What follows belongs to an exercise in optimizing a design on an open flow for small area, a short achievable clock period and few clock cycles per item; a production flow would make more cautious choices.
Function was checked by simulation only, so behaviour that the tests miss may differ from the original.
Power figures rest on the tool's default switching activity, not on a simulated workload.

===== design/flow/design.v =====
`timescale 1ns/10ps
package lc4_isa_pkg;
   localparam int WORD_W    = 16;  
   localparam int REG_SEL_W = 3;   
   localparam int NZP_W     = 3;
   localparam logic [3:0] OP_ARITH = 4'b0001;
   localparam logic [3:0] OP_LOGIC = 4'b0101;
   localparam logic [3:0] OP_CONST = 4'b1001;
   localparam logic [2:0] ARITH_ADD = 3'b000;
   localparam logic [2:0] ARITH_SUB = 3'b010;
   localparam logic [2:0] LOGIC_AND = 3'b000;
   localparam logic [2:0] LOGIC_NOT = 3'b001;
   localparam logic [2:0] LOGIC_OR  = 3'b010;
   localparam logic [2:0] LOGIC_XOR = 3'b011;
   localparam logic [NZP_W-1:0] NZP_NEG  = 3'b100;
   localparam logic [NZP_W-1:0] NZP_ZERO = 3'b010;
   localparam logic [NZP_W-1:0] NZP_POS  = 3'b001;
   typedef struct packed {
      logic [3:0]           opcode;
      logic [REG_SEL_W-1:0] rd;
      logic [REG_SEL_W-1:0] rs;
      logic [2:0]           sub;   
      logic [REG_SEL_W-1:0] rt;
   } insn_reg_t;
   typedef struct packed {
      logic [3:0]           opcode;
      logic [REG_SEL_W-1:0] rd;
      logic [REG_SEL_W-1:0] rs;
      logic                 imm_flag;  
      logic [4:0]           imm5;
   } insn_imm_t;
   typedef struct packed {
      logic [3:0]           opcode;
      logic [REG_SEL_W-1:0] rd;
      logic [8:0]           imm9;  
   } insn_cst_t;
   typedef union packed {
      insn_reg_t r;
      insn_imm_t i;
      insn_cst_t c;
   } lc4_insn_u;
endpackage
`timescale 1ns/10ps
package lc4_pipe_pkg;
   localparam int WORD_W    = 16;
   localparam int REG_SEL_W = 3;
   localparam int NZP_W     = 3;
   typedef enum logic [1:0] {
      STALL_NONE  = 2'd0,  
      STALL_SPLIT = 2'd1,  
      STALL_RESET = 2'd2   
   } stall_e;
   typedef struct packed {
      logic [REG_SEL_W-1:0] rs_sel;
      logic                              rs_re;
      logic [REG_SEL_W-1:0] rt_sel;
      logic                              rt_re;
      logic [REG_SEL_W-1:0] rd_sel;
      logic                              rf_we;
      logic                              nzp_we;
   } ctrl_t;
   typedef struct packed {
      stall_e                           stall;
      logic [WORD_W-1:0]   pc;
      logic [WORD_W-1:0]                insn;  
      ctrl_t                            ctrl;
   } issue_t;
   typedef struct packed {
      logic                              we;
      logic [REG_SEL_W-1:0] sel;
      logic [WORD_W-1:0]    data;
   } wr_port_t;
   typedef struct packed {
      stall_e                            stall;
      logic [WORD_W-1:0]    pc;
      logic [WORD_W-1:0]    insn;
      logic                              rf_we;
      logic [REG_SEL_W-1:0] wsel;
      logic [WORD_W-1:0]    wdata;
      logic                              nzp_we;
      logic [NZP_W-1:0]     nzp;
   } commit_t;
endpackage
`timescale 1ns/10ps
`timescale 1ns/10ps
`timescale 1ns/10ps
`timescale 1ns/10ps
`timescale 1ns/10ps
`timescale 1ns/10ps
module lc4_superscalar #(
   parameter logic [lc4_isa_pkg::WORD_W-1:0] START_PC = 16'h8200
) (
   input  logic                            gwe,
   input  logic                            i_rst,
   output logic [lc4_isa_pkg::WORD_W-1:0]  o_pc,
   input  lc4_isa_pkg::lc4_insn_u          i_insn_a,
   input  lc4_isa_pkg::lc4_insn_u          i_insn_b,
   output lc4_pipe_pkg::commit_t           o_commit_a,
   output lc4_pipe_pkg::commit_t           o_commit_b
);
   logic [15:0] pc_q;
   always_ff @(posedge gwe) begin
      if (i_rst) pc_q <= START_PC;
      else       pc_q <= pc_q + 16'd1;
   end
   assign o_pc = pc_q;
   logic        d_v;
   logic [15:0] d_insn;
   logic [7:0]  d_rs1h, d_rt1h;    
   always_ff @(posedge gwe) begin
      d_v    <= !i_rst;
      d_insn <= i_insn_a;
      d_rs1h <= (i_insn_a[15:12] == 4'b1001) ? 8'd0 : 8'd1 << i_insn_a[8:6];
      d_rt1h <= 8'd1 << i_insn_a[2:0];
   end
   logic        x_v, x_we, x_sub;
   logic [15:0] x_insn, x_a, x_b;
   logic        w_v, w_we, w_z;
   logic [15:0] w_insn, w_data, w_pc;
   logic [15:0] regs [8];
   logic        d_wr, d_imm, d_sub, d_const, d_not;
   logic [2:0]  d_rs, d_rt;
   logic [15:0] d_a, d_b;
   assign d_wr    = (d_insn[15:12] == 4'b0001) || (d_insn[15:12] == 4'b0101) ||
                    (d_insn[15:12] == 4'b1001);
   assign d_imm   = d_insn[5];
   assign d_const = d_insn[15:12] == 4'b1001;
   assign d_not   = d_insn[15:12] == 4'b0101 && d_insn[5:3] == 3'b001;
   assign d_sub   = d_insn[15:12] == 4'b0001 && d_insn[5:3] == 3'b010;
   assign d_rs    = d_insn[8:6];
   assign d_rt    = d_insn[2:0];
   logic [15:0] rd_s, rd_t;
   always_comb begin
      rd_s = '0;
      rd_t = '0;
      for (int r = 0; r < 8; r++) begin
         rd_s = rd_s | (regs[r] & {16{d_rs1h[r]}});
         rd_t = rd_t | (regs[r] & {16{d_rt1h[r]}});
      end
   end
   assign d_a   = (w_we && !d_const && w_insn[11:9] == d_rs) ? w_data : rd_s;
   assign d_b   = d_const ? {{7{d_insn[8]}}, d_insn[8:0]} :
                  d_not   ? 16'hffff :
                  d_imm   ? {{11{d_insn[4]}}, d_insn[4:0]} :
                  (w_we && w_insn[11:9] == d_rt) ? w_data : rd_t;
   logic        d_fa, d_fb;
   logic [15:0] res;
   assign d_fa = x_we && !d_const && (x_insn[11:9] == d_rs);
   assign d_fb = x_we && !d_imm && !d_const && !d_not && (x_insn[11:9] == d_rt);
   always_ff @(posedge gwe) begin
      if (i_rst) begin
         x_v  <= 1'b0;
         x_we <= 1'b0;
      end else begin
         x_v  <= d_v;
         x_we <= d_v && d_wr;
      end
      x_insn <= d_insn;
      x_sub  <= d_sub;
      x_a    <= d_fa ? res : d_a;
      x_b    <= d_fb ? (res ^ {16{d_sub}}) : (d_b ^ {16{d_sub}});   
   end
   logic [15:0] op_a, bb, g, p, gg, pp, sum;
   logic        is_arith, is_logic, is_const, is_imm;
   logic        s_sum, s_and, s_or, s_xor;
   assign is_arith = x_insn[15:12] == 4'b0001;
   assign is_logic = x_insn[15:12] == 4'b0101;
   assign is_const = x_insn[15:12] == 4'b1001;
   assign is_imm   = x_insn[5];
   assign s_sum    = (is_arith && (is_imm || !x_insn[3])) || is_const;   
   assign s_and    = is_logic && (is_imm || x_insn[4:3] == 2'b00);
   assign s_or     = is_logic && !is_imm && x_insn[4:3] == 2'b10;
   assign s_xor    = is_logic && !is_imm && x_insn[3];           
   assign op_a = x_a;
   assign bb   = x_b;
   assign g    = op_a & bb;
   assign p    = op_a ^ bb;
   always_comb begin
      logic [15:0] gn, pn;
      gg    = g;
      pp    = p;
      gg[0] = g[0] | (p[0] & x_sub);
      for (int d = 1; d < 16; d = d * 2) begin
         gn = gg;
         pn = pp;
         for (int i = d; i < 16; i++) begin
            gn[i] = gg[i] | (pp[i] & gg[i-d]);
            pn[i] = pp[i] & pp[i-d];
         end
         gg = gn;
         pp = pn;
      end
   end
   assign sum = p ^ {gg[14:0], x_sub};
   logic [15:0] res_ns, t;
   logic        z_sum, res_z;
   assign res_ns = ({16{s_and}} & g) |
                   ({16{s_or}}  & (g | p)) |
                   ({16{s_xor}} & p);
   assign res    = ({16{s_sum}} & sum) | res_ns;
   assign t      = op_a | bb;
   assign z_sum  = &(p[15:8] ~^ t[14:7]);
   assign res_z  = (res[7:0] == 8'd0) && (s_sum ? z_sum : (res_ns[15:8] == 8'd0));
   always_ff @(posedge gwe) begin
      if (i_rst) begin
         w_v  <= 1'b0;
         w_we <= 1'b0;
         w_pc <= START_PC - 16'd3;
      end else begin
         w_v  <= x_v;
         w_we <= x_we;
         w_pc <= w_pc + 16'd1;
      end
      w_insn <= x_insn;
      w_data <= res;
      w_z    <= res_z;
   end
   logic [15:0] rf_wd;
   assign rf_wd = w_data & ~{16{i_rst}};
   always_ff @(posedge gwe) begin
      for (int r = 0; r < 8; r++)
         if (i_rst || (w_we && w_insn[11:9] == 3'(r))) regs[r] <= rf_wd;
   end
   always_comb begin
      o_commit_a.stall  = w_v ? lc4_pipe_pkg::STALL_NONE : lc4_pipe_pkg::STALL_SPLIT;
      o_commit_a.pc     = w_pc;
      o_commit_a.insn   = w_insn;
      o_commit_a.rf_we  = w_we;
      o_commit_a.wsel   = w_insn[11:9];
      o_commit_a.wdata  = w_data;
      o_commit_a.nzp_we = w_we;
      o_commit_a.nzp    = {w_data[15], w_z, !w_data[15] && !w_z};
   end
   assign o_commit_b = {lc4_pipe_pkg::STALL_SPLIT, 56'd0};
endmodule

===== design/flow/flow/run.sh =====
#!/bin/bash
# The standard layout with two changes: synthesis leaves adders to abc (no
# full/half-adder cells), and the ports get plain buffers, not delay cells.
# The full output of the flow's tools goes to standard.log and to the ORFS
# logs under orfs/logs/.
set -euo pipefail
bash standard.sh ADDER_MAP_FILE= "BUFFER_PORTS_ARGS=-buffer_cell sky130_fd_sc_hd__buf_2" finish > standard.log 2>&1

===== design/flow/standard.sh =====
#!/bin/bash
# synth_recipe.tcl (not shown) runs the flow's synth.tcl, then flattens the netlist and writes it again
# the make line also repeats each setting of config.mk as NAME=value (left out here)
make -C /OpenROAD-flow-scripts/flow DESIGN_CONFIG=/design/flow/config.mk WORK_HOME=/design/flow/orfs CLKGATE_MAP_FILE= SYNTH_SCRIPT=/design/flow/synth_recipe.tcl "${@:-finish}"

===== design/flow/config.mk =====
export PLATFORM = sky130hd
export DESIGN_NAME = lc4_superscalar
export DESIGN_NICKNAME = lc4_superscalar
export VERILOG_FILES = /design/flow/design.v
export SDC_FILE = /design/flow/constraint.sdc
export NUM_CORES = 4
export LEC_CHECK = 0
export ABC_AREA = 1
export CAP_MARGIN = 20
export CORE_MARGIN = 2
export CORE_UTILIZATION = 40
export CTS_CLUSTER_DIAMETER = 100
export CTS_CLUSTER_SIZE = 20
export SETUP_SLACK_MARGIN = 3.1
export SLEW_MARGIN = 20

===== design/flow/constraint.sdc =====
create_clock -name core_clock -period 5.5 [get_ports {gwe}]
set_input_delay 1.1000 -clock core_clock [delete_from_list [all_inputs] [get_ports {gwe}]]
set_output_delay 1.1000 -clock core_clock [all_outputs]
set_load 0.01 [all_outputs]

==> results of run 1 <==
==> flip-flops by register name (all words and copies together), names as in the netlist, 8 cells and up <==
name / cells
pc_q: 16
x_a: 16
d_rt1h: 8
x_insn: 16
w_pc: 16
w_insn: 16
x_b: 16
w_data: 16
regs: 128
d_insn: 16
d_rs1h: 8
==> worst paths after layout <==
| path | to | slack, ns | depth (start not counted) |
|---|---|---|---|
| worst max-delay path | regs[2][5] | 3.17 | 5 |
| worst min-delay path | w_insn[8] | 0.33 | 0 |
| worst max register to register | x_b[10] | 3.23 | 11 |
| worst min register to register | w_insn[8] | 0.33 | 0 |
==> metrics by stage <==
stage | cells | hold slack (ns) | utilization (%) | instance area (µm²)
after CTS | 2010 | 0.332 | 44.1 | 13900
after detailed placement | 1980 | 0.314 | 42.5 | 13400
after floorplan | 1584 | 0.310 | - | 13000
after global placement | 1980 | 0.311 | 42.5 | 13400
final | 2010 | 0.329 | 44.1 | 13900
after global routing | 2010 | 0.335 | 44.1 | 13900
==> layout by cell type (no fill, tap or decap), types with 17 or more instances in the layout <==
cell type,instances
dfxtp_1,151
inv_1,150
buf_4,21
nand2_1,475
a21oi_1,50
nor2_1,101
nor3_1,32
nand4_1,33
a221oi_1,17
nand3_1,91
o21ai_0,53
edfxtp_1,128
conb_1,59
buf_2,90
clkbuf_16,17
==> cell type report <==
type	instances	share of cell area [%]
multi-input combinational	1032	34.8
clock buffer	29	3.39
inverter	157	4.32
timing repair buffer	111	4.38
sequential	279	49.5
tap	402	3.62
==> power by group <==
group	total (W)	leakage, nW	internal (W)	switching [W]
combinational	0.000575	3.35	0.000179	0.000396
clock	0.00124	0.224	0.000586	0.000649
sequential	0.00240	2.57	0.00230	0.0000966
==> per-layer routing <==
| metal | vias up | routed length, µm |
|---|---|---|
| li1 | 5061 | - |
| met1 | 4685 | 14500 |
| met2 | 391 | 16400 |
| met3 | 58 | 2230 |
| met4 | 0 | 1220 |
| met5 | - | 0 |
==> cell families after synthesis <==
| logic type | Yosys count |
|---|---|
| xor+xnor | 15 |
| simple gates | 760 |
| buf+inv | 273 |
| other cells | 2 |
| flops | 279 |
| compound gates | 198 |
==> timing repair <==
action                                  CTS  global route
cloned                                    0             0
buffers inserted                          1             0
endpoints found under the setup margin   18            15
pin swaps                                 1             0
resized for setup                         4             4
==> out/summary.json, run 1 <==
{
  "logic_synthesis": {
    "synth.largest_area_cell": "edfxtp_1",
    "synth_sequential_area_ratio_pct": 53.8,
    "synthMuxAreaShare_pct": 0,
    "ys_top_cells_by_area": "edfxtp_1, dfxtp_1, nand2_1",
    "postSynthCellCount": 1527,
    "share_of_flip_flops_with_an_asynchronous_set_or_reset_pct": 0,
    "postSynthRegisterBits": 279,
    "synth_area_in_compound_gates_pct": 9.78,
    "postSynthAreaPerCell_um2": 8.36,
    "synth_enable_flop_cells": 128,
    "synthFlopType": "dfxtp_1",
    "post_synth_xor_area_fraction_pct": 1.03,
    "post-synth-top-area-fraction_pct": 30.1,
    "yosysWarnings": 2,
    "yosys-top-cells-count": "nand2_1, dfxtp_1, inv_1",
    "post_synth_adder_cell_area_pct": 0,
    "synth_top_family_by_area": "simple AND/OR/NAND/NOR gates",
    "post-synth-top-count-cell": "nand2_1",
    "syn_area_um2": 12800,
    "synth_cell_types": 47,
    "yosys.area_share.simple_pct": 25.2
  },
  "floorplan": {
    "die_x_um": 183,
    "core_area_um2": 31500,
    "die_area_um2": 33300,
    "chipHeight_um": 183,
    "effective_utilization_at_floorplan_pct": 40.5,
    "std_cell_rows": 65,
    "number_of_placed_i_o_pins": 166
  },
  "clock_network": {
    "clk_path_buf_depth": 3,
    "clkSlewWorstSetupHoldPaths_ns": 0.08,
    "htree_levels": 1,
    "number_of_hold_buffers_added_after_cts": 0,
    "cts.sinks": 279,
    "tritoncts": "done",
    "cts_buffers": 17,
    "worstSkewPairLatency_ns": 0.49,
    "cts_root_buf": "clkbuf_16"
  },
  "layout": {
    "regArea_um2": 6870,
    "layout-drive-gt1-share_pct": 10.1,
    "nFillCells": 3110,
    "multiInputGateArea_um2": 4840,
    "final_net_count": 1632,
    "area.growth.synth_to_final_pct": 8.83,
    "antenna_cells": 0
  },
  "flow_run": {
    "cap_viol_max_count": 0
  },
  "worst_hold_path": {
    "worstHoldStart": "x_insn[8]",
    "worst_hold_path_type": "flip-flop to flip-flop"
  },
  "grt": {
    "met3_usage_pct": 2.39,
    "global_route_wire_length_before_repair_um": 52500,
    "gr-max-usage-layer": "met2",
    "grt_antenna_before_repair": 0,
    "grt_util_met1_pct": 26.1,
    "grt_start_max_net_pins": 33,
    "globalRoute.totalOverflow": 0,
    "grt.met2_usage_pct": 34.7,
    "via_count_of_the_first_global_routing_pass": 9309,
    "grt_util_all_layers_pct": 20.2
  },
  "route": {
    "vias_per_cell": 5.07,
    "drtPass1Iterations": 5,
    "vias": 10200,
    "ant_nets": 0,
    "dr.first_iter.drc_count": 796,
    "drc": 0,
    "detailed_route_wire_length_um": 34400,
    "wl_cell_um": 17.1
  },
  "timing": {
    "final_critical_path_setup_slack_ns": 3.17,
    "period_needed_ns": 2.33,
    "slew_headroom_pct": 32.1,
    "period_share_pct": 42.3,
    "max_slew.worst_pin.slew_ns": 0.992,
    "max_freq_ghz": 0.430,
    "totalNegativeSetupSlack_ns": 0,
    "slew_viol_final": 0,
    "setup-violations-final": 0,
    "hold_viol": 0,
    "finalClockSkew_ns": 0.0142,
    "grt_setup_unrepaired": "yes"
  },
  "setup_path": {
    "crit_path_max_fanout": 32,
    "crit_chain": "buf_2 -> inv_1 -> buf_4 -> o21ai_1 -> buf_4",
    "worst-endpoint-arrival_ns": 2.49,
    "critical_path.startpoint": "i_rst",
    "timing.critical_path.slowest_cell_delay_ns": 0.58,
    "critical_path.slowest_cell": "buf_2",
    "cp.buffers_inverters": 4,
    "type_of_the_worst_setup_path": "input port to flip-flop",
    "timing.critical_path.max_delay_family": "buffers and inverters",
    "timing.critical_path.required_ns": 5.66,
    "endpoint_kind": "flip-flop",
    "rr_startpoint": "d_insn[0]",
    "start_kind": "input port",
    "timing.critical_path.mode_cell": "buf_4"
  },
  "placement": {
    "place_worst_setup_slack_ns": 2.66,
    "gp_congestion": 0.921,
    "post_dp_hpwl_um": 23800,
    "io_buffer_count": 90
  },
  "pwr": {
    "report.power.total_w": 0.00421,
    "leakagePower_nw": 6.15,
    "power.ir.vdd_worst_mv": 0.214,
    "p_per_area_nw_per_um2": 303
  },
  "status": {
    "outcome": "no timing/DRC/antenna violations"
  }
}
Testbench counts, summed over its fixed seeds: cycles 12,024, items 12,000.
==> inputs of run 2 (changes only) <==
--- a/design/flow/config.mk
+++ b/design/flow/config.mk
@@ -11,5 +11,5 @@
 export CORE_UTILIZATION = 40
 export CTS_CLUSTER_DIAMETER = 100
 export CTS_CLUSTER_SIZE = 20
-export SETUP_SLACK_MARGIN = 3.1
+export SETUP_SLACK_MARGIN = 3.28
 export SLEW_MARGIN = 20
==> run 2 against run 1 <==
- register-to-register slack better by 0.13 ns
- clock skew up 0.0022 ns
- sequential power about the same
- cell count is essentially flat
- cell area is 0.69% higher
- largest cell class unchanged
- combinational power fell by 1%
- die area did not move
- total power is 0.40% higher
- largest power group unchanged
- via count rose by 1.6%
- synthesized cell count stayed put
==> out/summary.json, run 2 <==
{
  "status": {
    "outcome": "no timing/DRC/antenna violations"
  },
  "timing": {
    "period_needed_ns": 2.23,
    "max_freq_ghz": 0.448,
    "slew_headroom_pct": 39.7,
    "grt_setup_unrepaired": "yes",
    "max_slew.worst_pin.slew_ns": 0.903,
    "finalClockSkew_ns": 0.0164,
    "totalNegativeSetupSlack_ns": 0,
    "slew_viol_final": 0,
    "hold_viol": 0,
    "period_share_pct": 40.6,
    "setup-violations-final": 0
  },
  "layout": {
    "finalNonFillerCells": 2012,
    "area.growth.synth_to_final_pct": 9.58,
    "final_cell_mix": "nand2_1, inv_1, dfxtp_1",
    "antenna_cells": 0,
    "mostFrequentLayoutCell": "nand2_1",
    "number_of_flip_flops_under_the_largest_register_name": 128,
    "final_net_count": 1637,
    "finalCoreUtilization_pct": 44.4,
    "registers.top_by_ff_count": "regs",
    "layout-drive-gt1-share_pct": 12.4
  },
  "placement": {
    "gp_congestion": 0.891,
    "io_buffer_count": 90,
    "post_dp_hpwl_um": 24000,
    "dp.cells": 1972
  },
  "route": {
    "wl_cell_um": 17.4,
    "drtPass1Iterations": 5,
    "vias": 10400,
    "drc": 0,
    "vias_per_cell": 5.15,
    "detailed_route_wire_length_um": 35000,
    "dr.first_iter.drc_count": 953,
    "ant_nets": 0
  },
  "floorplan": {
    "std_cell_rows": 65,
    "number_of_placed_i_o_pins": 166,
    "effective_utilization_at_floorplan_pct": 40.5,
    "die_x_um": 183,
    "die_area_um2": 33300,
    "core_area_um2": 31500,
    "chipHeight_um": 183
  },
  "logic_synthesis": {
    "yosys-top-cells-count": "nand2_1, dfxtp_1, inv_1",
    "synth_cell_types": 47,
    "postSynthCellCount": 1527,
    "post-synth-top-area-fraction_pct": 30.1,
    "share_of_flip_flops_with_an_asynchronous_set_or_reset_pct": 0,
    "synth.largest_area_cell": "edfxtp_1",
    "synth_enable_flop_cells": 128,
    "yosysWarnings": 2,
    "post-synth-top-count-cell": "nand2_1",
    "postSynthRegisterBits": 279,
    "synthFlopType": "dfxtp_1",
    "syn_area_um2": 12800,
    "ys_top_cells_by_area": "edfxtp_1, dfxtp_1, nand2_1",
    "synth_sequential_area_ratio_pct": 53.8,
    "postSynthAreaPerCell_um2": 8.36
  },
  "clock_network": {
    "cts_root_buf": "clkbuf_16",
    "cts_buffers": 17,
    "clk_path_buf_depth": 3,
    "tritoncts": "done",
    "worstSkewPairLatency_ns": 0.51,
    "number_of_hold_buffers_added_after_cts": 0,
    "clkSlewWorstSetupHoldPaths_ns": 0.08,
    "cts.sinks": 279,
    "htree_levels": 1
  },
  "grt": {
    "global_route_wire_length_before_repair_um": 53800,
    "grt_start_max_net_pins": 32,
    "grt_antenna_before_repair": 0,
    "via_count_of_the_first_global_routing_pass": 9553,
    "globalRoute.totalOverflow": 0,
    "grt_util_all_layers_pct": 20.6
  },
  "setup_path": {
    "type_of_the_worst_setup_path": "flip-flop to output port",
    "timing.critical_path.required_ns": 4.40,
    "crit_path_max_fanout": 5,
    "start_kind": "flip-flop",
    "worst-endpoint-arrival_ns": 1.13,
    "endpoint_kind": "output port"
  },
  "pwr": {
    "leakagePower_nw": 6.16,
    "p_per_area_nw_per_um2": 302,
    "power.ir.vdd_worst_mv": 0.155
  },
  "flow_run": {
    "cap_viol_max_count": 0
  },
  "worst_hold_path": {
    "worst_hold_path_type": "flip-flop to flip-flop"
  }
}
==> run 2: cell counts after synthesis <==
Identical to the previous run, type by type.
==> run 2: path summary, 6_finish.rpt <==
| kind | cells past startpoint | end | slack (ns) | from |
|---|---|---|---|---|
| min reg2reg | 0 | w_insn[2] | 0.33 | x_insn[2] |
| max reg2reg | 6 | x_a[8] | 3.36 | d_rs1h[4] |
| min | 0 | w_insn[2] | 0.33 | x_insn[2] |
| max | 2 | o_commit_a[0] | 3.27 | w_data[15] |
==> run 2: through the flow <==
step	hold WS (ns)	setup WS, ns	cell area (µm²)	total power, W
3_5_place_dp	0.312	2.30	13300	0.00301
5_1_grt	0.338	3.23	14000	0.00441
2_1_floorplan	0.310	3.23	13000	0.00284
6_report	0.331	3.27	14000	0.00422
4_1_cts	0.331	3.19	13900	0.00424
3_3_place_gp	0.312	2.31	13300	0.00300
==> run 2: layout make-up <==
type	count	area (µm²)
clock buffer	25	455
inverter	157	609
sequential	279	6900
tap	402	503
fill	3032	17500
clock inverter	1	8.76
timing repair inverter	1	5.00
multi-input combinational	1033	4870
timing repair buffer	114	634
==> run 2: worst max-delay path, stage by stage (launching register included) <==
cell     delay (ns)
dfxtp_2        0.43
nor2_1         0.07
buf_2          0.14
==> run 2: layer usage <==
layer	up-vias	routed length [µm]	global-route usage [%]	part of all wire, %
met2	410	17000	35.8	49
met1	4806	14900	27.3	42
li1	5086	-	-	-
met5	-	0	0	0
met3	60	2320	2.55	6.6
met4	0	823	5.13	2.4
==> run 2: power breakdown <==
| group | switching [W] | total (W) | leakage [nW] | internal, W |
|---|---|---|---|---|
| clock | 0.000663 | 0.00124 | 0.223 | 0.000579 |
| sequential | 0.000111 | 0.00241 | 2.58 | 0.00230 |
| combinational | 0.000387 | 0.000569 | 3.35 | 0.000182 |
| total | 0.00116 | 0.00422 | 6.16 | 0.00306 |
==> run 2: repair_timing <==
| item | 4_1_cts | 5_1_grt |
|---|---|---|
| buffers inserted | 3 | 9 |
| resized for setup | 23 | 21 |
| cloned | 1 | 1 |
| pin swaps | 1 | 5 |
| setup endpoints to repair | 174 | 123 |
==> run 2: kinds of logic (layout without fill, tap and decap cells) <==
group	after synthesis	count (layout)	share of synthesized area, %
buffers and inverters	273	298	10.1
flip-flops	279	279	53.8
other	2	59	0.0589
AND/OR/NAND/NOR	760	761	25.2
AO/OA/AOI/OAI	198	198	9.78
XOR/XNOR	15	15	1.03
==> inputs of run 3 (changes only) <==
--- a/design/flow/config.mk
+++ b/design/flow/config.mk
@@ -11,5 +11,5 @@
 export CORE_UTILIZATION = 40
 export CTS_CLUSTER_DIAMETER = 100
 export CTS_CLUSTER_SIZE = 20
-export SETUP_SLACK_MARGIN = 3.28
+export SETUP_SLACK_MARGIN = 3.35
 export SLEW_MARGIN = 20
==> run 3 against run 2 <==
- utilization up 0.84 points
- cell area up 1.9%
- non-clock buffer count up 12
- clock skew about the same
- synthesized cell count unchanged
- via count up 0.50%
- synthesized area unchanged
- flip-flop and latch count unchanged
- critical endpoint unchanged
- largest cell class unchanged
==> out/summary.json, run 3 <==
{
  "status": {
    "outcome": "no timing/DRC/antenna violations"
  },
  "logic_synthesis": {
    "synthFlopType": "dfxtp_1",
    "synth.largest_area_cell": "edfxtp_1",
    "postSynthAreaPerCell_um2": 8.36,
    "ys_top_cells_by_area": "edfxtp_1, dfxtp_1, nand2_1",
    "postSynthRegisterBits": 279,
    "share_of_flip_flops_with_an_asynchronous_set_or_reset_pct": 0,
    "post-synth-top-count-cell": "nand2_1",
    "synth_enable_flop_cells": 128,
    "yosys-top-cells-count": "nand2_1, dfxtp_1, inv_1",
    "yosysWarnings": 2,
    "synth_sequential_area_ratio_pct": 53.8,
    "syn_area_um2": 12800,
    "synth_cell_types": 47,
    "postSynthCellCount": 1527,
    "post-synth-top-area-fraction_pct": 30.1
  },
  "layout": {
    "layout-drive-gt1-share_pct": 15.0,
    "final_net_count": 1649,
    "finalNonFillerCells": 2024,
    "area.growth.synth_to_final_pct": 11.7,
    "number_of_flip_flops_under_the_largest_register_name": 128,
    "registers.top_by_ff_count": "regs",
    "nFillCells": 3028,
    "mostFrequentLayoutCell": "nand2_1",
    "antenna_cells": 0,
    "final_cell_mix": "nand2_1, inv_1, edfxtp_1",
    "finalCoreUtilization_pct": 45.3,
    "stdcell_area_um2": 14200
  },
  "setup_path": {
    "start_kind": "flip-flop",
    "crit_path_max_fanout": 4,
    "timing.critical_path.max_delay_family": "flip-flops",
    "timing.critical_path.required_ns": 4.40,
    "worst-endpoint-arrival_ns": 1.10,
    "crit_chain": "nor2_1 -> buf_2",
    "critical_path.slowest_cell": "dfxtp_4",
    "endpoint_kind": "output port",
    "type_of_the_worst_setup_path": "flip-flop to output port",
    "cp.buffers_inverters": 1,
    "timing.critical_path.slowest_cell_delay_ns": 0.38
  },
  "route": {
    "dr.first_iter.drc_count": 1031,
    "vias_per_cell": 5.15,
    "wl_cell_um": 17.3,
    "drtPass1Iterations": 8,
    "ant_nets": 0,
    "vias": 10400,
    "drc": 0,
    "detailed_route_wire_length_um": 35100
  },
  "placement": {
    "gp_congestion": 0.891,
    "post_dp_cell_area_um2": 13300,
    "io_buffer_count": 90,
    "post_dp_hpwl_um": 24000,
    "dp.cells": 1972
  },
  "clock_network": {
    "cts_buffers": 17,
    "clk_path_buf_depth": 3,
    "htree_levels": 1,
    "clkSlewWorstSetupHoldPaths_ns": 0.08,
    "cts_root_buf": "clkbuf_16",
    "cts.sinks": 279,
    "tritoncts": "done",
    "worstSkewPairLatency_ns": 0.51,
    "number_of_hold_buffers_added_after_cts": 0
  },
  "pwr": {
    "p_per_area_nw_per_um2": 298,
    "leakagePower_nw": 6.26,
    "power.ir.vdd_worst_mv": 0.156
  },
  "floorplan": {
    "number_of_placed_i_o_pins": 166,
    "die_x_um": 183,
    "die_area_um2": 33300,
    "core_area_um2": 31500,
    "std_cell_rows": 65,
    "chipHeight_um": 183,
    "effective_utilization_at_floorplan_pct": 40.5
  },
  "grt": {
    "via_count_of_the_first_global_routing_pass": 9649,
    "grt_util_all_layers_pct": 20.8,
    "global_route_wire_length_before_repair_um": 54400,
    "grt_start_max_net_pins": 32,
    "globalRoute.totalOverflow": 0,
    "grt_antenna_before_repair": 0
  },
  "timing": {
    "max_freq_ghz": 0.456,
    "hold_viol": 0,
    "period_share_pct": 39.9,
    "slew_viol_final": 0,
    "max_slew.worst_pin.slew_ns": 0.880,
    "totalNegativeSetupSlack_ns": 0,
    "finalClockSkew_ns": 0.0162,
    "slew_headroom_pct": 41.3,
    "grt_setup_unrepaired": "yes",
    "period_needed_ns": 2.20,
    "setup-violations-final": 0
  },
  "flow_run": {
    "cap_viol_max_count": 0
  },
  "worst_hold_path": {
    "worst_hold_path_type": "flip-flop to flip-flop"
  }
}
[run 3: cell families (layout without fill, tap and decap cells)]
kind of cell              Yosys count  after routing  share of synthesized area (%)
and+or+nand+nor                   760            761                           25.2
AOI/OAI and AO/OA                 198            198                           9.78
other                               2             59                         0.0589
DFF                               279            279                           53.8
xor gates and xnor gates           15             15                           1.03
buffers and inverters             273            310                           10.1
[run 3: power by group]
part	switching, W	internal (W)	total (W)	leakage, nW
registers	0.000109	0.00230	0.00241	2.59
logic	0.000395	0.000192	0.000587	3.45
clock network	0.000667	0.000579	0.00125	0.223
total	0.00117	0.00307	0.00424	6.26
[run 3: per-layer routing]
metal	GRT usage, %	vias up	routed length [µm]
met4	4.84	0	720
met2	36.4	399	17200
met5	0	-	0
met1	27.5	4857	14800
met3	2.53	55	2400
li1	-	5103	-
[run 3: timing repair]
item                                    4_1_cts  5_1_grt
pin swaps                                     4        5
buffers inserted                             10       14
gates resized for setup                      57       54
endpoints found under the setup margin      193       58
cloned                                        1        1
[run 3: cell type report]
cell class	count	area, µm²	area share [%]
Clock buffer	25	455	3.20
Clock inverter	1	8.76	0.0615
Inverter	157	613	4.30
Multi-Input combinational cell	1033	4910	34.5
Sequential cell	279	6980	49.0
Tap cell	402	503	3.53
Timing Repair Buffer	126	763	5.36
Timing Repair inverter	1	5.00	0.0351
[run 3: stage by stage]
| step | power, W | hold WS, ns | setup slack (ns) |
|---|---|---|---|
| after detailed placement | 0.00301 | 0.312 | 2.30 |
| after global placement | 0.00300 | 0.312 | 2.31 |
| after floorplan | 0.00284 | 0.310 | 3.23 |
| after CTS | 0.00424 | 0.331 | 3.28 |
| after global routing | 0.00442 | 0.338 | 3.27 |
| final | 0.00424 | 0.331 | 3.30 |
[run 3: final timing paths]
kind,from,to,slack [ns],cells past startpoint
min reg2reg,x_insn[2],w_insn[2],0.33,0
max reg2reg,d_rs1h[0],x_a[1],3.46,6
min,x_insn[2],w_insn[2],0.33,0
max,w_data[15],o_commit_a[0],3.30,2
==> inputs of run 4 (changes only) <==
--- a/design/flow/config.mk
+++ b/design/flow/config.mk
@@ -11,5 +11,5 @@
 export CORE_UTILIZATION = 40
 export CTS_CLUSTER_DIAMETER = 100
 export CTS_CLUSTER_SIZE = 20
-export SETUP_SLACK_MARGIN = 3.35
+export SETUP_SLACK_MARGIN = 3.2
 export SLEW_MARGIN = 20
==> run 4 against run 3 <==
- combinational power is 2% lower
- cell count is 0.44% lower
- cell area is 2.1% lower
- utilization is 0.94 points lower
- register-to-register slack worse by 0.06 ns
- setup slack worse by 0.072 ns
- flip-flop and latch count stayed put
- critical path depth is 1 lower
- total power is 0.62% lower
- die area stayed put
- synthesized cell count stayed put
==> out/summary.json, run 4 <==
{
  "logic_synthesis": {
    "synth.largest_area_cell": "edfxtp_1",
    "postSynthAreaPerCell_um2": 8.36,
    "synth_area_in_compound_gates_pct": 9.78,
    "yosys-top-cells-count": "nand2_1, dfxtp_1, inv_1",
    "synthMuxAreaShare_pct": 0,
    "syn_area_um2": 12800,
    "post-synth-top-count-cell": "nand2_1",
    "post_synth_adder_cell_area_pct": 0,
    "synthFlopType": "dfxtp_1",
    "yosysWarnings": 2,
    "synth_cell_types": 47,
    "ys_top_cells_by_area": "edfxtp_1, dfxtp_1, nand2_1",
    "post_synth_xor_area_fraction_pct": 1.03,
    "yosys.area_share.simple_pct": 25.2,
    "postSynthRegisterBits": 279,
    "share_of_flip_flops_with_an_asynchronous_set_or_reset_pct": 0,
    "post-synth-top-area-fraction_pct": 30.1,
    "postSynthCellCount": 1527,
    "synth_sequential_area_ratio_pct": 53.8,
    "synth_enable_flop_cells": 128,
    "synth_top_family_by_area": "simple AND/OR/NAND/NOR gates"
  },
  "floorplan": {
    "effective_utilization_at_floorplan_pct": 40.5,
    "chipHeight_um": 183,
    "die_area_um2": 33300,
    "std_cell_rows": 65,
    "core_area_um2": 31500,
    "number_of_placed_i_o_pins": 166,
    "die_x_um": 183
  },
  "timing": {
    "setup-violations-final": 0,
    "slew_headroom_pct": 33.6,
    "max_slew.worst_pin.slew_ns": 0.971,
    "finalClockSkew_ns": 0.0132,
    "period_share_pct": 41.2,
    "totalNegativeSetupSlack_ns": 0,
    "period_needed_ns": 2.27,
    "max_freq_ghz": 0.441,
    "slew_viol_final": 0,
    "hold_viol": 0,
    "grt_setup_unrepaired": "no"
  },
  "layout": {
    "finalCoreUtilization_pct": 44.3,
    "nFillCells": 3102,
    "mostFrequentLayoutCell": "nand2_1",
    "layout-drive-gt1-share_pct": 10.7,
    "registers.top_by_ff_count": "regs",
    "area.growth.synth_to_final_pct": 9.34,
    "number_of_flip_flops_under_the_largest_register_name": 128,
    "antenna_cells": 0,
    "final_net_count": 1637,
    "final_cell_mix": "nand2_1, inv_1, dfxtp_1"
  },
  "setup_path": {
    "crit_path_max_fanout": 7,
    "worst-endpoint-arrival_ns": 1.17,
    "timing.critical_path.max_delay_family": "flip-flops",
    "critical_path.slowest_cell": "dfxtp_1",
    "timing.critical_path.slowest_cell_delay_ns": 0.49,
    "type_of_the_worst_setup_path": "flip-flop to output port",
    "start_kind": "flip-flop",
    "endpoint_kind": "output port",
    "crit_chain": "buf_2",
    "cp.buffers_inverters": 1,
    "timing.critical_path.required_ns": 4.40
  },
  "route": {
    "ant_nets": 0,
    "drtPass1Iterations": 5,
    "vias": 10300,
    "dr.first_iter.drc_count": 773,
    "detailed_route_wire_length_um": 34400,
    "drc": 0,
    "vias_per_cell": 5.10,
    "wl_cell_um": 17.1
  },
  "grt": {
    "grt_start_max_net_pins": 33,
    "grt_util_all_layers_pct": 20.2,
    "global_route_wire_length_before_repair_um": 52500,
    "globalRoute.totalOverflow": 0,
    "via_count_of_the_first_global_routing_pass": 9314,
    "grt_antenna_before_repair": 0
  },
  "worst_hold_path": {
    "worst_hold_path_type": "flip-flop to flip-flop"
  },
  "pwr": {
    "leakagePower_nw": 6.18,
    "report.power.total_w": 0.00421,
    "p_per_area_nw_per_um2": 302,
    "power.ir.vdd_worst_mv": 0.214
  },
  "clock_network": {
    "tritoncts": "done",
    "clkSlewWorstSetupHoldPaths_ns": 0.08,
    "htree_levels": 1,
    "cts.sinks": 279,
    "cts_root_buf": "clkbuf_16",
    "clk_path_buf_depth": 3,
    "worstSkewPairLatency_ns": 0.49,
    "cts_buffers": 17,
    "number_of_hold_buffers_added_after_cts": 0
  },
  "placement": {
    "post_dp_hpwl_um": 23800,
    "io_buffer_count": 90,
    "gp_congestion": 0.921
  },
  "flow_run": {
    "cap_viol_max_count": 0
  },
  "status": {
    "outcome": "no timing/DRC/antenna violations"
  }
}
-- run 4: cell counts after synthesis --
Identical to the previous run, type by type.
-- run 4: final timing paths --
kind	start	endpoint	slack (ns)	depth (start not counted)
worst max-delay path	w_insn[11]	o_commit_a[22]	3.23	1
worst min-delay path	x_insn[8]	w_insn[8]	0.33	0
worst max register to register	d_insn[2]	x_b[13]	3.40	13
worst min register to register	x_insn[8]	w_insn[8]	0.33	0
-- run 4: timing repair --
| item | CTS | global route |
|---|---|---|
| pin swaps | 1 | 2 |
| buffers inserted | 1 | 5 |
| resized for setup | 8 | 10 |
| setup endpoints to repair | 50 | 23 |
-- run 4: report_power, final --
group / leakage (nW) / internal, W / total, W / switching [W]
combinational: 3.38 / 0.000180 / 0.000577 / 0.000397
clock: 0.224 / 0.000586 / 0.00124 / 0.000654
sequential: 2.58 / 0.00230 / 0.00240 / 0.0000962
-- run 4: metrics by stage --
step | setup slack (ns) | cell area (µm²) | cells | hold slack, ns
floorplan | 3.02 | 13000 | 1584 | 0.310
global placement | 2.69 | 13400 | 1980 | 0.311
detailed placement | 2.66 | 13400 | 1980 | 0.314
CTS | 3.21 | 13900 | 2010 | 0.332
global route | 3.14 | 13900 | 2015 | 0.335
finish | 3.23 | 13900 | 2015 | 0.329
-- run 4: cell type report --
type	count	area [µm²]	area share, %
repair buffers	116	652	4.67
multi-input cells	1032	4850	34.7
flip-flops and latches	279	6870	49.3
clock buffers	29	470	3.37
inverters	157	606	4.34
well taps	402	503	3.61
-- run 4: cell families (layout without fill, tap and decap cells) --
kind of cell              Yosys count  count (layout)
DFF                               279             279
and+or+nand+nor                   760             760
other                               2              59
xor gates and xnor gates           15              15
AOI/OAI and AO/OA                 198             198
buffers and inverters             273             302
-- run 4: per-layer routing --
metal / track usage (%) / part of all wire, % / vias to the layer above
li1: - / - / 5070
met5: 0 / 0 / -
met1: 26.1 / 42 / 4749
met3: 2.39 / 6.5 / 61
met4: 7.58 / 3.6 / 0
met2: 34.7 / 48 / 393
==> inputs of run 5 (changes only) <==
--- a/design/flow/config.mk
+++ b/design/flow/config.mk
@@ -9,7 +9,7 @@
 export CAP_MARGIN = 20
 export CORE_MARGIN = 2
 export CORE_UTILIZATION = 40
-export CTS_CLUSTER_DIAMETER = 100
-export CTS_CLUSTER_SIZE = 20
+export CTS_CLUSTER_DIAMETER = 120
+export CTS_CLUSTER_SIZE = 24
 export SETUP_SLACK_MARGIN = 3.2
 export SLEW_MARGIN = 20
==> run 5 against run 4 <==
- still clean
- flip-flop and latch count stayed put
- clock power is 4% lower
- synthesized area stayed put
- wire length hardly changed
- die area stayed put
- clock skew is 0.0086 ns higher
- total power is 1.2% lower
- maximum frequency is 0.68% higher
- cell count is 0.20% lower
- critical endpoint is now o_commit_a[23]
==> out/summary.json, run 5 <==
{
  "timing": {
    "max_freq_ghz": 0.444,
    "slew_viol_final": 0,
    "final_critical_path_setup_slack_ns": 3.25,
    "hold_viol": 0,
    "grt_setup_unrepaired": "no",
    "setup-violations-final": 0,
    "totalNegativeSetupSlack_ns": 0,
    "max_slew.worst_pin.slew_ns": 0.939,
    "period_share_pct": 40.9,
    "finalClockSkew_ns": 0.0218,
    "period_needed_ns": 2.25,
    "slew_headroom_pct": 35.8
  },
  "floorplan": {
    "number_of_placed_i_o_pins": 166,
    "effective_utilization_at_floorplan_pct": 40.5,
    "die_x_um": 183,
    "die_area_um2": 33300,
    "std_cell_rows": 65,
    "chipHeight_um": 183,
    "core_area_um2": 31500
  },
  "layout": {
    "finalCoreUtilization_pct": 44.2,
    "registers.top_by_ff_count": "regs",
    "layout-drive-gt1-share_pct": 10.9,
    "antenna_cells": 0,
    "mostFrequentLayoutCell": "nand2_1",
    "final_cell_mix": "nand2_1, inv_1, dfxtp_1",
    "final_net_count": 1635,
    "area.growth.synth_to_final_pct": 9.01,
    "finalNonFillerCells": 2011,
    "number_of_flip_flops_under_the_largest_register_name": 128
  },
  "pwr": {
    "comb_power_share_pct": 13.8,
    "report.power.total_w": 0.00417,
    "leakagePower_nw": 6.16,
    "swShare_pct": 27.9,
    "power.clock.fraction_pct": 28.6,
    "cell_internal_pwr_w": 0.00301,
    "p_per_area_nw_per_um2": 300,
    "seq_power_share_pct": 57.6,
    "power.ir.vdd_worst_mv": 0.221,
    "net-switching-power_w": 0.00116
  },
  "setup_path": {
    "timing.critical_path.required_ns": 4.40,
    "timing.critical_path.slowest_cell_delay_ns": 0.46,
    "endpoint_kind": "output port",
    "cp.buffers_inverters": 1,
    "crit_chain": "buf_2",
    "timing.critical_path.max_delay_family": "flip-flops",
    "start_kind": "flip-flop",
    "type_of_the_worst_setup_path": "flip-flop to output port",
    "worst-endpoint-arrival_ns": 1.15,
    "critical_path.slowest_cell": "dfxtp_1",
    "crit_path_max_fanout": 6
  },
  "route": {
    "detailed_route_wire_length_um": 34400,
    "dr.first_iter.drc_count": 804,
    "drtPass1Iterations": 6,
    "vias": 10300,
    "wl_cell_um": 17.1,
    "vias_per_cell": 5.10,
    "ant_nets": 0,
    "drc": 0
  },
  "placement": {
    "io_buffer_count": 90,
    "post_dp_hpwl_um": 23800,
    "dp.cells": 1980,
    "gp_congestion": 0.921,
    "place_worst_setup_slack_ns": 2.66
  },
  "clock_network": {
    "cts_root_buf": "clkbuf_16",
    "cts_buffers": 15,
    "clk_path_buf_depth": 3,
    "worstSkewPairLatency_ns": 0.51,
    "htree_levels": 1,
    "cts.sinks": 279,
    "tritoncts": "done",
    "clkSlewWorstSetupHoldPaths_ns": 0.10
  },
  "grt": {
    "global_route_wire_length_before_repair_um": 52400,
    "globalRoute.totalOverflow": 0,
    "grt_start_max_net_pins": 33,
    "grt_util_all_layers_pct": 20.1,
    "grt_antenna_before_repair": 0,
    "via_count_of_the_first_global_routing_pass": 9324
  },
  "status": {
    "outcome": "no timing/DRC/antenna violations"
  },
  "flow_run": {
    "cap_viol_max_count": 0
  },
  "logic_synthesis": {
    "ys_top_cells_by_area": "edfxtp_1, dfxtp_1, nand2_1",
    "synth.largest_area_cell": "edfxtp_1",
    "synth_enable_flop_cells": 128,
    "share_of_flip_flops_with_an_asynchronous_set_or_reset_pct": 0,
    "synthFlopType": "dfxtp_1",
    "yosysWarnings": 2,
    "synth_cell_types": 47,
    "postSynthAreaPerCell_um2": 8.36,
    "post-synth-top-count-cell": "nand2_1",
    "syn_area_um2": 12800,
    "yosys-top-cells-count": "nand2_1, dfxtp_1, inv_1",
    "post-synth-top-area-fraction_pct": 30.1,
    "postSynthRegisterBits": 279,
    "synth_sequential_area_ratio_pct": 53.8,
    "postSynthCellCount": 1527
  },
  "worst_hold_path": {
    "worst_hold_path_type": "flip-flop to flip-flop"
  }
}
run 5: stage by stage:
stage | hold slack [ns] | area, µm²
final | 0.333 | 13900
after global routing | 0.339 | 13900
after CTS | 0.335 | 13800
after detailed placement | 0.314 | 13400
after global placement | 0.311 | 13400
after floorplan | 0.310 | 13000
run 5: power by group through the flow:
stage / registers [W] / clock network, W / logic (W)
after CTS: 0.00240 / 0.00122 / 0.000572
after detailed placement: 0.00244 / 0 / 0.000568
after global routing: 0.00241 / 0.00129 / 0.000651
after global placement: 0.00244 / 0 / 0.000561
final: 0.00240 / 0.00119 / 0.000576
after floorplan: 0.00242 / 0 / 0.000426
run 5: final timing paths:
| kind | start | end | slack, ns | depth (start not counted) |
|---|---|---|---|---|
| setup / recovery | w_we | o_commit_a[23] | 3.25 | 1 |
| hold / removal | x_insn[8] | w_insn[8] | 0.33 | 0 |
| setup reg to reg | d_insn[2] | x_b[10] | 3.40 | 10 |
| hold reg to reg | x_insn[8] | w_insn[8] | 0.33 | 0 |
run 5: kinds of logic after synthesis:
logic type,after synthesis,share of synthesized area (%)
AND/OR/NAND/NOR,760,25.2
flip-flops,279,53.8
buffers and inverters,273,10.1
AO/OA/AOI/OAI,198,9.78
XOR/XNOR,15,1.03
other,2,0.0589
run 5: per-layer routing:
layer	global-route usage [%]	up-vias	share of wire [%]
met2	34.8	392	48
met4	7.45	0	3.7
met5	0	-	0
li1	-	5072	-
met3	2.45	65	6.3
met1	25.9	4727	42
run 5: what timing repair did:
item	in CTS	in global routing
hold buffers	0	0
buffers inserted	1	5
pin swaps	1	2
endpoints found under the setup margin	38	28
gates resized for setup	9	12
run 5: cell type report:
class / instances / area (µm²)
clock inverters: 2 / 20.0
fillers: 3106 / 17600
flip-flops and latches: 279 / 6880
clock buffers: 23 / 405
repair buffers: 116 / 652
inverters: 157 / 606
multi-input cells: 1032 / 4850
well taps: 402 / 503
==> inputs of run 6 (changes only) <==
--- a/design/flow/config.mk
+++ b/design/flow/config.mk
@@ -11,5 +11,5 @@
 export CORE_UTILIZATION = 40
 export CTS_CLUSTER_DIAMETER = 120
 export CTS_CLUSTER_SIZE = 24
-export SETUP_SLACK_MARGIN = 3.2
+export SETUP_SLACK_MARGIN = 3.28
 export SLEW_MARGIN = 20
==> run 6 against run 5 <==
- via count up 0.94%
- flip-flop and latch count unchanged
- wire length up 1.5%
- critical path depth up 1
- cell area up 0.64%
- largest cell class unchanged
==> out/summary.json, run 6 <==
{
  "logic_synthesis": {
    "synth_enable_flop_cells": 128,
    "yosysWarnings": 2,
    "postSynthAreaPerCell_um2": 8.36,
    "post-synth-top-count-cell": "nand2_1",
    "postSynthCellCount": 1527,
    "ys_top_cells_by_area": "edfxtp_1, dfxtp_1, nand2_1",
    "synthFlopType": "dfxtp_1",
    "share_of_flip_flops_with_an_asynchronous_set_or_reset_pct": 0,
    "post-synth-top-area-fraction_pct": 30.1,
    "synth_cell_types": 47,
    "syn_area_um2": 12800,
    "postSynthRegisterBits": 279,
    "synth.largest_area_cell": "edfxtp_1",
    "synth_sequential_area_ratio_pct": 53.8,
    "yosys-top-cells-count": "nand2_1, dfxtp_1, inv_1"
  },
  "grt": {
    "grt_start_max_net_pins": 32,
    "global_route_wire_length_before_repair_um": 54000,
    "via_count_of_the_first_global_routing_pass": 9554,
    "grt_antenna_before_repair": 0,
    "grt_util_all_layers_pct": 20.7,
    "globalRoute.totalOverflow": 0
  },
  "layout": {
    "registers.top_by_ff_count": "regs",
    "mostFrequentLayoutCell": "nand2_1",
    "antenna_cells": 0,
    "area.growth.synth_to_final_pct": 9.71,
    "final_net_count": 1639,
    "number_of_flip_flops_under_the_largest_register_name": 128,
    "finalNonFillerCells": 2015,
    "layout-drive-gt1-share_pct": 12.6,
    "final_cell_mix": "nand2_1, inv_1, dfxtp_1"
  },
  "flow_run": {
    "cap_viol_max_count": 0
  },
  "status": {
    "outcome": "no timing/DRC/antenna violations"
  },
  "clock_network": {
    "cts_root_buf": "clkbuf_16",
    "worstSkewPairLatency_ns": 0.51,
    "cts.sinks": 279,
    "number_of_hold_buffers_added_after_cts": 0,
    "htree_levels": 1,
    "clk_path_buf_depth": 3,
    "tritoncts": "done",
    "cts_buffers": 15,
    "clkSlewWorstSetupHoldPaths_ns": 0.10
  },
  "route": {
    "drc": 0,
    "drtPass1Iterations": 6,
    "detailed_route_wire_length_um": 34900,
    "dr.first_iter.drc_count": 1094,
    "vias": 10400,
    "vias_per_cell": 5.14,
    "ant_nets": 0,
    "wl_cell_um": 17.3
  },
  "floorplan": {
    "chipHeight_um": 183,
    "number_of_placed_i_o_pins": 166,
    "die_area_um2": 33300,
    "std_cell_rows": 65,
    "core_area_um2": 31500,
    "effective_utilization_at_floorplan_pct": 40.5,
    "die_x_um": 183
  },
  "placement": {
    "dp.cells": 1972,
    "gp_congestion": 0.891,
    "post_dp_hpwl_um": 24000,
    "io_buffer_count": 90,
    "place_worst_setup_slack_ns": 2.30
  },
  "timing": {
    "period_needed_ns": 2.20,
    "totalNegativeSetupSlack_ns": 0,
    "holdWs_ns": 0.333,
    "grt_setup_unrepaired": "yes",
    "finalClockSkew_ns": 0.0283,
    "slew_viol_final": 0,
    "max_slew.worst_pin.slew_ns": 0.908,
    "hold_viol": 0,
    "slew_headroom_pct": 39.4,
    "setup-violations-final": 0,
    "final_critical_path_setup_slack_ns": 3.30,
    "period_share_pct": 39.9,
    "max_freq_ghz": 0.455
  },
  "setup_path": {
    "start_kind": "flip-flop",
    "worst-endpoint-arrival_ns": 1.10,
    "endpoint_kind": "output port",
    "type_of_the_worst_setup_path": "flip-flop to output port",
    "timing.critical_path.required_ns": 4.40,
    "crit_path_max_fanout": 4
  },
  "worst_hold_path": {
    "worst_hold_path_type": "flip-flop to flip-flop"
  },
  "pwr": {
    "p_per_area_nw_per_um2": 298,
    "power.ir.vdd_worst_mv": 0.169,
    "leakagePower_nw": 6.18
  }
}
[run 6: power breakdown]
group	internal, W	switching (W)
Sequential	0.00230	0.000112
Combinational	0.000183	0.000386
Clock	0.000523	0.000665
Total	0.00301	0.00116
[run 6: repair_timing]
item	CTS	global route
buffers inserted	4	12
gates cloned	1	1
gates resized for setup	24	24
pin swaps	2	5
setup endpoints to repair	174	119
[run 6: cells by family (layout without fill, tap and decap cells)]
family	count (synthesis)	count (layout)	synth area share (%)
simple gates	760	761	25.2
flops	279	279	53.8
other cells	2	59	0.0589
compound gates	198	198	9.78
buf+inv	273	301	10.1
xor+xnor	15	15	1.03
[run 6: per-layer routing]
layer	GRT usage, %	share of wire [%]
met5	0	0
met2	35.7	48
met1	27.5	43
met3	2.41	6.3
met4	5.48	2.8
[run 6: metrics by stage]
| step | total power (W) | area [µm²] | util, % |
|---|---|---|---|
| 5_1_grt | 0.00436 | 14000 | 44.5 |
| 2_1_floorplan | 0.00284 | 13000 | - |
| 4_1_cts | 0.00418 | 13800 | 44.0 |
| 6_report | 0.00417 | 14000 | 44.5 |
| 3_3_place_gp | 0.00300 | 13300 | 42.3 |
| 3_5_place_dp | 0.00301 | 13300 | 42.3 |
[run 6: final timing paths]
kind                    from            end  depth (start not counted)  slack [ns]
setup reg to reg   d_rs1h[4]         x_a[8]                          6        3.37
hold reg to reg    x_insn[2]      w_insn[2]                          0        0.33
hold / removal     x_insn[2]      w_insn[2]                          0        0.33
setup / recovery  w_data[15]  o_commit_a[0]                          2        3.30
[run 6: worst max-delay path: stages (launching register included)]
cell,delay [ns]
dfxtp_4,0.39
nor2_1,0.08
buf_2,0.13
[run 6: layout make-up]
cell class	instances	area [µm²]
inverters	157	609
multi-input cells	1033	4880
fillers	3032	17500
clock buffers	23	405
flip-flops and latches	279	6900
clock inverters	2	20.0
repair buffers	118	677
repair inverters	1	5.00
well taps	402	503

-- afterwards: timing with drivers on the ports --
How much do the figures lean on ideal ports? The routed layouts below were timed once more, with nothing changed but the port constraints. Step 1 assumes that a clkbuf_16 drives the clock port and a buf_2 every other input. Step 2 times the ports against the registers' clock, not the clock port: input delays grow and output delays shrink by t, the midpoint of the rising clock arrivals with the driver on. Slacks: ideal / step 1 / step 2; pairs: ideal / step 1.
run | shift t [ns] | setup WS [ns] | worst hold slack (ns) | worst register clock-pin slew, ns | worst data-port slew with drivers (ns)
run 1 | 0.529 | 3.172 / 3.144 / 2.667 | 0.329 / 0.329 / 0.329 | 0.09 / 0.09 | 0.03
run 2 | 0.555 | 3.268 / 3.216 / 2.920 | 0.331 / 0.331 / 0.331 | 0.09 / 0.09 | 0.05
run 3 | 0.554 | 3.305 / 3.253 / 2.909 | 0.331 / 0.331 / 0.331 | 0.09 / 0.09 | 0.05
run 4 | 0.532 | 3.233 / 3.187 / 2.903 | 0.329 / 0.329 / 0.329 | 0.09 / 0.09 | 0.03
run 5 | 0.550 | 3.248 / 3.202 / 2.897 | 0.333 / 0.333 / 0.333 | 0.10 / 0.10 | 0.03
run 6 | 0.551 | 3.303 / 3.252 / 2.908 | 0.333 / 0.333 / 0.333 | 0.10 / 0.10 | 0.05
After both steps setup and hold are still met in every run listed. The setup slack of run 1, which loses most, moves by -0.028 ns with the drivers and by -0.505 ns with both steps.
